Background: an optimization exercise with open tools, aiming at small area and few clock cycles. Do not read the settings as production practice.
In this exercise RTL edits were held to simulation tests only and were not proved equivalent to the original.

before:
==> module ptc_zchain, before the edit <==
module ptc_zchain #(
   parameter int unsigned FIRST = 0,
   parameter int unsigned LAST  = 4
) (
   input  logic [31:0]        z_i,       
   output logic [31:0]        z_o,       
   output logic [17:0]        dir_o      
);
   function automatic logic [31:0] atan_q30(input int unsigned i);
      case (i)
         0: atan_q30 = 32'd843314857;
         1: atan_q30 = 32'd497837829;
         2: atan_q30 = 32'd263043837;
         3: atan_q30 = 32'd133525159;
         4: atan_q30 = 32'd67021687;
         5: atan_q30 = 32'd33543516;
         6: atan_q30 = 32'd16775851;
         7: atan_q30 = 32'd8388437;
         8: atan_q30 = 32'd4194283;
         default: atan_q30 = 32'd2097149;
      endcase
   endfunction
   logic [LAST+1:FIRST][31:0] z;
   assign z[FIRST] = z_i;
   for (genvar i = FIRST; i <= LAST; i++) begin : g_step
      localparam int unsigned W = 32 - i;
      localparam logic [W-1:0] AT = W'(atan_q30(i));
      logic [W-1:0] zc;
      logic         d;
      logic [W-1:0] zn;
      assign zc = z[i][W-1:0];
      assign d  = !zc[W-1];
      ptc_adds #(.W(W)) u_add (.a(zc), .b(AT ^ {W{d}}), .ci(d), .s(zn));
      assign dir_o[i] = d;
      assign z[i+1] = {{(32-W){1'b0}}, zn};
   end
   for (genvar j = 0; j < 18; j++) begin : g_zero
      if (j < FIRST || j > LAST) begin : g_z
         assign dir_o[j] = 1'b0;
      end
   end
   assign z_o = z[LAST+1];
endmodule
export LEC_CHECK = 0
export ABC_AREA = 1
export CAP_MARGIN = 20
export CORE_MARGIN = 2
export CORE_UTILIZATION = 40
export PLACE_DENSITY = 0.6
export SLEW_MARGIN = 20
create_clock -name core_clock -period 12.0 [get_ports {clock}]
run.sh (not shown) runs the stock make flow with config.mk's settings and CLKGATE_MAP_FILE= SYNTH_SCRIPT=/design/flow/synth_recipe.tcl, a recipe that flattens the netlist after the stock synthesis.
Both conditions hold for before: the flow ran to the end and the final layout passed the timing, design-rule and antenna checks.
Testbench counts of before, summed over its fixed seeds: cycles 8,072.
### before -> after
diff --git a/flow/design.v b/flow/design.v
--- a/flow/design.v
+++ b/flow/design.v
@@ -2194,16 +2194,42 @@
    assign z[FIRST] = z_i;
    for (genvar i = FIRST; i <= LAST; i++) begin : g_step
       localparam int unsigned W = 32 - i;
       localparam logic [W-1:0] AT = W'(atan_q30(i));
-      logic [W-1:0] zc;
-      logic         d;
-      logic [W-1:0] zn;
-      assign zc = z[i][W-1:0];
-      assign d  = !zc[W-1];
-      ptc_adds #(.W(W)) u_add (.a(zc), .b(AT ^ {W{d}}), .ci(d), .s(zn));
-      assign dir_o[i] = d;
-      assign z[i+1] = {{(32-W){1'b0}}, zn};
+      if ((i - FIRST) % 2 == 1) begin : g_skip
+      end else if (i + 1 <= LAST) begin : g_pair
+         localparam logic [W-1:0] BT = W'(atan_q30(i + 1));
+         logic [W-1:0] zc, thr, k, zn;
+         logic [W:0]   cmp;
+         logic         d0, d1;
+         assign zc = z[i][W-1:0];
+         assign d0 = !zc[W-1];
+         assign thr = d0 ? AT : -AT;
+         ptc_adds #(.W(W+1)) u_cmp (.a({zc[W-1], zc}), .b(~{thr[W-1], thr}), .ci(1'b1), .s(cmp));
+         assign d1 = !cmp[W];
+         always_comb begin
+            case ({d0, d1})
+               2'b11:   k = -AT - BT;
+               2'b10:   k = -AT + BT;
+               2'b01:   k = AT - BT;
+               default: k = AT + BT;
+            endcase
+         end
+         ptc_adds #(.W(W)) u_add (.a(zc), .b(k), .ci(1'b0), .s(zn));
+         assign dir_o[i]   = d0;
+         assign dir_o[i+1] = d1;
+         assign z[i+1] = '0;
+         assign z[i+2] = {{(32-W){1'b0}}, zn};
+      end else begin : g_single
+         logic [W-1:0] zc;
+         logic         d;
+         logic [W-1:0] zn;
+         assign zc = z[i][W-1:0];
+         assign d  = !zc[W-1];
+         ptc_adds #(.W(W)) u_add (.a(zc), .b(AT ^ {W{d}}), .ci(d), .s(zn));
+         assign dir_o[i] = d;
+         assign z[i+1] = {{(32-W){1'b0}}, zn};
+      end
    end
    for (genvar j = 0; j < 18; j++) begin : g_zero
       if (j < FIRST || j > LAST) begin : g_z
          assign dir_o[j] = 1'b0;
==> run summary <==
Every run (before and after) finished clean. A leading cell type in the layout, fill and taps excluded of nand2_1 is what after shows, while inv_1 belongs to before. Relative to before, the routed wire length of after is higher by 1.0%. Diff before -> after: slew at the pin with the worst max-slew slack higher, path length in cells of the critical path lower. Number of distinct standard cells referenced by the synthesized netlist, after vs before: down by a few percent. before ended up with edfxtp_1 as its cell with the biggest individual delay on the critical path; after ended up with o31ai_1. Measured against each other, before and after differ in arrival time at the worst endpoint, the higher figure coming from after. Delta (after minus before): number of cell rows has decreased; die extent in y has remained practically unchanged; sequential share of layout area has remained practically unchanged.
Testbench counts of after, summed over its fixed seeds: cycles 8,072.

re-timing with driven ports:
Ports are ideal in the flow. The routed layouts listed here were re-timed in OpenROAD.
Step 1, drivers: a clkbuf_16 drives clock and a buf_2 each remaining input, both assumed.
Step 2 also shifts input and output timing later by t, the mid clock arrival at the registers, as if the neighbouring blocks saw the same clock.
a / b / c = ideal ports / drivers / drivers and shift; a / b = the first two.
run | t, ns | slack for setup (ns) | worst setup path after step 2 | clock arrival spread, ns | worst slew at a driven data input, ns
before | 0.795 | 1.480 / 1.480 / 1.262 | input to register | 0.075 / 0.075 | 0.10
after | 0.776 | 1.429 / 1.429 / 1.420 | input to register | 0.033 / 0.032 | 0.12
After both steps every run listed still meets setup and hold. For before, which loses most, drivers alone change the setup slack by 0.000 ns; drivers and shift together by -0.218 ns.
